Source: an optimization exercise on an open RTL-to-GDS flow (aim: small area). Production flows keep margins and buffers that such runs may drop. At most, simulation tests tie the RTL to the original design; equivalence was not proved. Power figures rest on the tool's default switching activity, not on a simulated workload.

==> module cfu_mac, before the edit <==
module cfu_mac #(
  parameter int unsigned XLEN    = 32,
  parameter int unsigned NUM_ACC = 4,
  parameter int unsigned MUL_BPC = 4,
  parameter int unsigned CTRL_W  = 8
) (
  input  logic              clk_i,
  input  logic              rst_ni,
  input  logic              stall_i,
  input  logic              valid_i,
  input  logic [CTRL_W-1:0] cfu_ctrl_i,
  input  logic [XLEN-1:0]   src1_i,
  input  logic [XLEN-1:0]   src2_i,
  output logic              stall_o,
  output logic [XLEN-1:0]   rslt_o
);
  logic [2:0]  op;
  logic [1:0]  idx;
  logic        is_mac, is_macu, is_rdl, is_rdh, is_clr, is_wr;
  logic        multi, last, step, clean;
  logic [5:0]  cnt_q;
  logic [1:0]  pend_q, pend_new;
  logic [3:0]  zero_q;
  logic [63:0] acc_q [4];
  logic [3:0]  sel, sel_lo, sel_top, sel_hi;
  logic [32:0] win_m, win_new;
  logic [31:0] hi_rd;
  logic        bit_b, nz, neg, top;
  logic        unused;
  assign op  = cfu_ctrl_i[2:0];
  assign idx = cfu_ctrl_i[4:3];
  assign unused = ^{cfu_ctrl_i[7:5]};
  assign is_mac  = (op == 3'd1);
  assign is_macu = (op == 3'd2);
  assign is_rdl  = (op == 3'd3);
  assign is_rdh  = (op == 3'd4);
  assign is_clr  = (op == 3'd5);
  assign is_wr   = (op == 3'd6);
  assign multi   = is_mac | is_macu | is_rdl | is_clr | is_wr;
  assign last    = (cnt_q == 6'd63);
  assign step    = valid_i && multi && !(last && stall_i);
  assign stall_o = multi && !last;
  assign clean = zero_q[idx] | is_wr;
  for (genvar k = 0; k < 4; k++) begin : g_sel
    assign sel[k]     = (idx == 2'(k));
    assign sel_lo[k]  = sel[k] && !(clean && cnt_q == 6'd0);
    assign sel_top[k] = sel[k] && !(clean && !cnt_q[5]);
    assign sel_hi[k]  = sel[k] && is_rdh && !zero_q[k];
  end
  always_comb begin
    win_m = '0;
    hi_rd = '0;
    for (int k = 0; k < 4; k++) begin
      win_m = win_m | ({sel_top[k], {32{sel_lo[k]}}} & acc_q[k][32:0]);
      hi_rd = hi_rd | ({32{sel_hi[k]}} & acc_q[k][63:32]);
    end
  end
  assign bit_b = src2_i[cnt_q[4:0]];
  assign nz  = ((is_mac | is_macu) && !cnt_q[5] && bit_b) || (is_wr && cnt_q == 6'd0);
  assign neg = is_mac && (cnt_q == 6'd31) && bit_b;
  assign top = is_wr && !cnt_q[5] && bit_b;
  cfu_mac_mul_iter u_step (
    .win_i   (win_m),
    .mcand_i (src1_i),
    .msign_i (is_mac && src1_i[31]),
    .nz_i    (nz),
    .neg_i   (neg),
    .pend_i  (pend_q),
    .top_i   (top),
    .win_o   (win_new),
    .pend_o  (pend_new)
  );
  always_ff @(posedge clk_i or negedge rst_ni) begin
    if (!rst_ni) begin
      cnt_q  <= '0;
      pend_q <= '0;
      zero_q <= '1;
    end else begin
      if (step) begin
        cnt_q <= cnt_q + 6'd1;
      end
      pend_q <= (step && cnt_q < 6'd31) ? pend_new : 2'b00;
      if (step && cnt_q == 6'd31) begin
        zero_q[idx] <= 1'b0;
      end
      if (step && last && is_clr) begin
        zero_q[idx] <= 1'b1;
      end
    end
  end
  for (genvar k = 0; k < 4; k++) begin : g_acc
    always_ff @(posedge clk_i) begin
      if (step && sel[k]) begin
        acc_q[k] <= {win_new[0], acc_q[k][63:33], win_new[32:1]};
      end
    end
  end
  assign rslt_o = (win_m[32:1] & {32{is_mac | is_macu | is_rdl | is_clr}}) | hi_rd;
endmodule
==> flow/config.mk <==
export PLATFORM = sky130hd
export DESIGN_NAME = cfu_mac
export DESIGN_NICKNAME = cfu_mac
export VERILOG_FILES = /design/flow/design.v
export SDC_FILE = /design/flow/constraint.sdc
export NUM_CORES = 4
export LEC_CHECK = 0
export CAP_MARGIN = 20
export CORE_MARGIN = 2
export CORE_UTILIZATION = 60
export CTS_BUF_LIST = sky130_fd_sc_hd__clkbuf_16
export CTS_CLUSTER_DIAMETER = 80
export CTS_CLUSTER_SIZE = 25
export SLEW_MARGIN = 20
==> flow/constraint.sdc <==
create_clock -name core_clock -period 10.0 [get_ports {clk_i}]
set_input_delay 2.0000 -clock core_clock [delete_from_list [all_inputs] [get_ports {clk_i}]]
set_output_delay 2.0000 -clock core_clock [all_outputs]
set_load 0.01 [all_outputs]
standard.sh (not shown) runs the stock make flow with config.mk's settings and CLKGATE_MAP_FILE= SYNTH_SCRIPT=/design/flow/synth_recipe.tcl, a recipe that flattens the netlist after the stock synthesis.
==> flow/flow/run.sh <==
#!/bin/bash
# The standard layout (standard.sh), with two changes:
#  - synthesis maps the logic with an area-oriented ABC script (flow/synth.tcl)
#    and leaves adders to ABC instead of mapping them to full-adder cells;
#  - the port buffers are sky130_fd_sc_hd__buf_1 cells.
set -euo pipefail
here=$(pwd)
export MY_ABC_SCRIPT=$here/flow/abc_area.script
bash standard.sh SYNTH_SCRIPT=$here/flow/synth.tcl ADDER_MAP_FILE= \
  "BUFFER_PORTS_ARGS=-buffer_cell sky130_fd_sc_hd__buf_1" finish > $here/flow_make.log 2>&1
==> flow/flow/abc_area.script <==
&get -n
&st
&dc2
&dch -f
&nf -R 1000 -p -F 8 -A 4
&put
==> flow/flow/synth.tcl <==
proc synth {args} { yosys synth -nofsm -noshare {*}$args }
proc abc {args} {
  set i [lsearch -exact $args -script]
  if {$i >= 0 && [info exists ::env(MY_ABC_SCRIPT)]} { lset args [expr {$i+1}] $::env(MY_ABC_SCRIPT) }
  yosys abc {*}$args
}
source $::env(SCRIPTS_DIR)/synth.tcl
# left out here: clear keep_hierarchy, flatten, clean up, hide names made inside functions, write 1_2_yosys.v
The first run passed the timing, design-rule and antenna checks.
Then changed:
--- a/flow/design.v
+++ b/flow/design.v
@@ -82,11 +82,11 @@
   logic [3:0]  zero_q;
   logic [63:0] acc_q [4];
   logic [3:0]  sel, sel_lo, sel_top, sel_hi;
   logic [32:0] win_m, win_new;
   logic [31:0] hi_rd;
-  logic        bit_b, nz, neg, top;
+  logic        bit_b, bit_nx_q, nz, neg, top;
   logic        unused;
   assign op  = cfu_ctrl_i[2:0];
   assign idx = cfu_ctrl_i[4:3];
   assign unused = ^{cfu_ctrl_i[7:5]};
   assign is_mac  = (op == 3'd1);
@@ -112,11 +112,11 @@
     for (int k = 0; k < 4; k++) begin
       win_m = win_m | ({sel_top[k], {32{sel_lo[k]}}} & acc_q[k][32:0]);
       hi_rd = hi_rd | ({32{sel_hi[k]}} & acc_q[k][63:32]);
     end
   end
-  assign bit_b = src2_i[cnt_q[4:0]];
+  assign bit_b = (cnt_q == 6'd0) ? src2_i[0] : bit_nx_q;
   assign nz  = ((is_mac | is_macu) && !cnt_q[5] && bit_b) || (is_wr && cnt_q == 6'd0);
   assign neg = is_mac && (cnt_q == 6'd31) && bit_b;
   assign top = is_wr && !cnt_q[5] && bit_b;
   cfu_mac_mul_iter u_step (
     .win_i   (win_m),
@@ -131,16 +131,18 @@
   );
   always_ff @(posedge clk_i or negedge rst_ni) begin
     if (!rst_ni) begin
       cnt_q  <= '0;
       pend_q <= '0;
+      bit_nx_q <= 1'b0;
       zero_q <= '1;
     end else begin
       if (step) begin
         cnt_q <= cnt_q + 6'd1;
       end
       pend_q <= (step && cnt_q < 6'd31) ? pend_new : 2'b00;
+      bit_nx_q <= src2_i[5'(cnt_q[4:0] + 5'd1)];
       if (step && cnt_q == 6'd31) begin
         zero_q[idx] <= 1'b0;
       end
       if (step && last && is_clr) begin
         zero_q[idx] <= 1'b1;
=>
- The new run ran to the end with no violations
- final area decreases by 5.4%
- routed wire length decreases by 1.2%
- utilization decreases by 3.9 points
- setup slack gets better by 0.50 ns
- total power decreases by 5.1%
- via count decreases by 1.9%
- combinational power decreases by 19%
No functional check of the RTL was part of the first run of this note.


== alpha ==
The RTL this note starts from:
==> flow/design.v <==
package cfu_mac_pkg;
  typedef enum logic [2:0] {
    OP_NOP  = 3'd0,
    OP_MAC  = 3'd1,
    OP_MACU = 3'd2,
    OP_RDL  = 3'd3,
    OP_RDH  = 3'd4,
    OP_CLR  = 3'd5,
    OP_WR   = 3'd6,
    OP_RSVD = 3'd7
  } op_e;
  typedef enum logic [1:0] {
    StIdle,
    StBusy,
    StDone
  } state_e;
  localparam int unsigned CtrlOpLsb  = 0;
  localparam int unsigned CtrlOpW    = 3;
  localparam int unsigned CtrlIdxLsb = 3;
  localparam int unsigned CtrlIdxW   = 5;
endpackage
module cfu_mac_mul_iter (
  input  logic [32:0] win_i,      
  input  logic [31:0] mcand_i,    
  input  logic        msign_i,    
  input  logic        nz_i,       
  input  logic        neg_i,      
  input  logic [1:0]  pend_i,     
  input  logic        top_i,      
  output logic [32:0] win_o,      
  output logic [1:0]  pend_o      
);
  localparam int W = 36;   
  logic [2:0]   z_hi, q;
  logic [W-1:0] x, y, p, g, c, s;
  logic [W/4:0] cb;
  assign z_hi = {3{nz_i & (msign_i ^ neg_i)}};
  assign q    = z_hi + {pend_i[1], pend_i} + {2'b00, top_i};
  assign x = {3'b000, win_i};
  assign y = {q[2], q, {32{nz_i}} & (mcand_i ^ {32{neg_i}})};
  assign p = x ^ y;
  assign g = x & y;
  assign cb[0] = neg_i;
  for (genvar k = 0; k < W / 4; k++) begin : g_blk
    logic gb, pb;
    assign gb = g[4*k+3] | (p[4*k+3] & g[4*k+2]) | (p[4*k+3] & p[4*k+2] & g[4*k+1]) |
                (p[4*k+3] & p[4*k+2] & p[4*k+1] & g[4*k]);
    assign pb = &p[4*k+3:4*k];
    assign cb[k+1] = gb | (pb & cb[k]);
    assign c[4*k]   = cb[k];
    assign c[4*k+1] = g[4*k] | (p[4*k] & cb[k]);
    assign c[4*k+2] = g[4*k+1] | (p[4*k+1] & g[4*k]) | (p[4*k+1] & p[4*k] & cb[k]);
    assign c[4*k+3] = g[4*k+2] | (p[4*k+2] & g[4*k+1]) | (p[4*k+2] & p[4*k+1] & g[4*k]) |
                      (p[4*k+2] & p[4*k+1] & p[4*k] & cb[k]);
  end
  assign s = p ^ c;
  assign win_o  = s[32:0];
  assign pend_o = s[34:33];
endmodule
module cfu_mac #(
  parameter int unsigned XLEN    = 32,
  parameter int unsigned NUM_ACC = 4,
  parameter int unsigned MUL_BPC = 4,
  parameter int unsigned CTRL_W  = 8
) (
  input  logic              clk_i,
  input  logic              rst_ni,
  input  logic              stall_i,
  input  logic              valid_i,
  input  logic [CTRL_W-1:0] cfu_ctrl_i,
  input  logic [XLEN-1:0]   src1_i,
  input  logic [XLEN-1:0]   src2_i,
  output logic              stall_o,
  output logic [XLEN-1:0]   rslt_o
);
  logic [2:0]  op;
  logic [1:0]  idx;
  logic        is_mac, is_macu, is_rdl, is_rdh, is_clr, is_wr;
  logic        multi, last, step;
  logic [5:0]  cnt_q;
  logic [1:0]  pend_q, pend_new;
  logic [3:0]  zero_q;
  logic [63:0] acc_q [4];
  logic [3:0]  sel, sel_lo, sel_top, sel_hi;
  logic [32:0] win_m, win_new;
  logic [31:0] hi_rd;
  logic        bit_b, bit_nx_q, nz, neg, top;
  logic        unused;
  assign op  = cfu_ctrl_i[2:0];
  assign idx = cfu_ctrl_i[4:3];
  assign unused = ^{cfu_ctrl_i[7:5]};
  assign is_mac  = (op == 3'd1);
  assign is_macu = (op == 3'd2);
  assign is_rdl  = (op == 3'd3);
  assign is_rdh  = (op == 3'd4);
  assign is_clr  = (op == 3'd5);
  assign is_wr   = (op == 3'd6);
  assign multi   = is_mac | is_macu | is_rdl | is_clr | is_wr;
  assign last    = (cnt_q == 6'd63);
  assign step    = valid_i && multi && !(last && stall_i);
  assign stall_o = multi && !last;
  for (genvar k = 0; k < 4; k++) begin : g_sel
    logic clean;
    assign clean      = zero_q[k] | is_wr;
    assign sel[k]     = (idx == 2'(k));
    assign sel_lo[k]  = sel[k] && !(clean && cnt_q == 6'd0);
    assign sel_top[k] = sel[k] && !(clean && !cnt_q[5]);
    assign sel_hi[k]  = sel[k] && is_rdh && !zero_q[k];
  end
  always_comb begin
    win_m = '0;
    hi_rd = '0;
    for (int k = 0; k < 4; k++) begin
      win_m = win_m | ({sel_top[k], {32{sel_lo[k]}}} & acc_q[k][32:0]);
      hi_rd = hi_rd | ({32{sel_hi[k]}} & acc_q[k][63:32]);
    end
  end
  assign bit_b = (cnt_q == 6'd0) ? src2_i[0] : bit_nx_q;
  assign nz  = ((is_mac | is_macu) && !cnt_q[5] && bit_b) || (is_wr && cnt_q == 6'd0);
  assign neg = is_mac && (cnt_q == 6'd31) && bit_b;
  assign top = is_wr && !cnt_q[5] && bit_b;
  cfu_mac_mul_iter u_step (
    .win_i   (win_m),
    .mcand_i (src1_i),
    .msign_i (is_mac && src1_i[31]),
    .nz_i    (nz),
    .neg_i   (neg),
    .pend_i  (pend_q),
    .top_i   (top),
    .win_o   (win_new),
    .pend_o  (pend_new)
  );
  always_ff @(posedge clk_i or negedge rst_ni) begin
    if (!rst_ni) begin
      cnt_q  <= '0;
      pend_q <= '0;
      bit_nx_q <= 1'b0;
      zero_q <= '1;
    end else begin
      if (step) begin
        cnt_q <= cnt_q + 6'd1;
      end
      pend_q <= (step && cnt_q < 6'd31) ? pend_new : 2'b00;
      bit_nx_q <= src2_i[5'(cnt_q[4:0] + 5'd1)];
      if (step && cnt_q == 6'd31) begin
        zero_q[idx] <= 1'b0;
      end
      if (step && last && is_clr) begin
        zero_q[idx] <= 1'b1;
      end
    end
  end
  for (genvar k = 0; k < 4; k++) begin : g_acc
    always_ff @(posedge clk_i) begin
      if (step && sel[k]) begin
        acc_q[k] <= {win_new[0], acc_q[k][63:33], win_new[32:1]};
      end
    end
  end
  assign rslt_o = (win_m[32:1] & {32{is_mac | is_macu | is_rdl | is_clr}}) | hi_rd;
endmodule
export LEC_CHECK = 0
export CAP_MARGIN = 20
export CORE_MARGIN = 2
export CORE_UTILIZATION = 60
export CTS_BUF_LIST = sky130_fd_sc_hd__clkbuf_16
export CTS_CLUSTER_DIAMETER = 80
export CTS_CLUSTER_SIZE = 25
export SLEW_MARGIN = 20
create_clock -name core_clock -period 10.0 [get_ports {clk_i}]
Scripts as last shown in full above: flow/flow/run.sh, flow/flow/abc_area.script, flow/flow/synth.tcl
For beta, these inputs were changed with respect to alpha:
--- a/flow/design.v
+++ b/flow/design.v
@@ -27,36 +27,27 @@
   input  logic        neg_i,      
   input  logic [1:0]  pend_i,     
   input  logic        top_i,      
   output logic [32:0] win_o,      
   output logic [1:0]  pend_o      
 );
-  localparam int W = 36;   
-  logic [2:0]   z_hi, q;
-  logic [W-1:0] x, y, p, g, c, s;
-  logic [W/4:0] cb;
+  logic [31:0] z_lo;
+  logic [2:0]  z_hi, q;
+  logic [34:0] x, y, p, s;
+  logic [35:0] c;
+  assign z_lo = {32{nz_i}} & (mcand_i ^ {32{neg_i}});
   assign z_hi = {3{nz_i & (msign_i ^ neg_i)}};
   assign q    = z_hi + {pend_i[1], pend_i} + {2'b00, top_i};
-  assign x = {3'b000, win_i};
-  assign y = {q[2], q, {32{nz_i}} & (mcand_i ^ {32{neg_i}})};
+  assign x = {2'b00, win_i};
+  assign y = {q, z_lo};
   assign p = x ^ y;
-  assign g = x & y;
-  assign cb[0] = neg_i;
-  for (genvar k = 0; k < W / 4; k++) begin : g_blk
-    logic gb, pb;
-    assign gb = g[4*k+3] | (p[4*k+3] & g[4*k+2]) | (p[4*k+3] & p[4*k+2] & g[4*k+1]) |
-                (p[4*k+3] & p[4*k+2] & p[4*k+1] & g[4*k]);
-    assign pb = &p[4*k+3:4*k];
-    assign cb[k+1] = gb | (pb & cb[k]);
-    assign c[4*k]   = cb[k];
-    assign c[4*k+1] = g[4*k] | (p[4*k] & cb[k]);
-    assign c[4*k+2] = g[4*k+1] | (p[4*k+1] & g[4*k]) | (p[4*k+1] & p[4*k] & cb[k]);
-    assign c[4*k+3] = g[4*k+2] | (p[4*k+2] & g[4*k+1]) | (p[4*k+2] & p[4*k+1] & g[4*k]) |
-                      (p[4*k+2] & p[4*k+1] & p[4*k] & cb[k]);
+  assign c[0] = neg_i;
+  for (genvar i = 0; i < 35; i++) begin : g_rc
+    assign c[i+1] = p[i] ? c[i] : x[i];
   end
-  assign s = p ^ c;
+  assign s = p ^ c[34:0];
   assign win_o  = s[32:0];
   assign pend_o = s[34:33];
 endmodule
 module cfu_mac #(
   parameter int unsigned XLEN    = 32,
   parameter int unsigned NUM_ACC = 4,
@@ -73,13 +64,13 @@
   output logic              stall_o,
   output logic [XLEN-1:0]   rslt_o
 );
   logic [2:0]  op;
   logic [1:0]  idx;
   logic        is_mac, is_macu, is_rdl, is_rdh, is_clr, is_wr;
-  logic        multi, last, step;
+  logic        multi, last, step, clean;
   logic [5:0]  cnt_q;
   logic [1:0]  pend_q, pend_new;
   logic [3:0]  zero_q;
   logic [63:0] acc_q [4];
   logic [3:0]  sel, sel_lo, sel_top, sel_hi;
   logic [32:0] win_m, win_new;
@@ -96,15 +87,14 @@
   assign is_clr  = (op == 3'd5);
   assign is_wr   = (op == 3'd6);
   assign multi   = is_mac | is_macu | is_rdl | is_clr | is_wr;
   assign last    = (cnt_q == 6'd63);
   assign step    = valid_i && multi && !(last && stall_i);
   assign stall_o = multi && !last;
+  assign clean = zero_q[idx] | is_wr;
   for (genvar k = 0; k < 4; k++) begin : g_sel
-    logic clean;
-    assign clean      = zero_q[k] | is_wr;
     assign sel[k]     = (idx == 2'(k));
     assign sel_lo[k]  = sel[k] && !(clean && cnt_q == 6'd0);
     assign sel_top[k] = sel[k] && !(clean && !cnt_q[5]);
     assign sel_hi[k]  = sel[k] && is_rdh && !zero_q[k];
   end
   always_comb begin
In beta the implementation ran to completion but is not tape-out ready, as the final checks report setup timing.
No stage failed in alpha, and the final checks on the layout all came back clean.
Number of global-route vias before repair, alpha and beta, lower one = alpha.
For the shortest clock period the worst path allows after layout, beta came in 3.95 ns higher than alpha did.
Between alpha and beta, the hold slack is lower for alpha.
In the metrics for alpha and beta, the one carrying the higher count of buffering cells on the critical path with inverters included is alpha.
Highest-delay cell along the critical path = o32a_1: alpha; highest-delay cell along the critical path = maj3_2: beta
[compare] base=alpha new=beta: total placed cells including tap cells saw little to no change; via density per instance now larger; clock insertion delay at the later pin of the skew report has remained practically unchanged.
Going from alpha to beta, combinational logic power grows by 35%.
Looking at routed wire length, beta sits about 1.3% above alpha.
Only the layout flow was run in alpha; the RTL was not checked for function there.

static timing again, ports no longer ideal:
How much do the figures lean on ideal ports? The routed layouts below were timed once more, with nothing changed but the port constraints. Step 1, drivers: a clkbuf_16 drives clk_i and a buf_2 each remaining input, both assumed. Step 2 also shifts input and output timing later by t, the mid clock arrival at the registers, as if the neighbouring blocks saw the same clock. Slacks: ideal / step 1 / step 2; pairs: ideal / step 1.
run | shift t [ns] | slack for setup (ns) | clock arrival spread, ns | slew at the worst register clock pin (ns) | worst slew at a driven data input, ns
the first run of note 1 | 0.520 | 0.114 / 0.129 / -0.391 | 0.018 / 0.017 | 0.10 / 0.10 | 0.04
the second run of note 1 | 0.530 | 0.613 / 0.638 / 0.108 | 0.017 / 0.017 | 0.10 / 0.10 | 0.07
alpha | 0.530 | 0.438 / 0.463 / -0.067 | 0.024 / 0.024 | 0.10 / 0.10 | 0.04
beta | 0.524 | -3.515 / -3.505 / -4.029 | 0.009 / 0.009 | 0.10 / 0.10 | 0.09
With both steps, setup timing fails in the first run of note 1 and alpha, where it was met with ideal ports. The setup slack of beta, which loses most, moves by +0.010 ns with the drivers and by -0.514 ns with both steps.
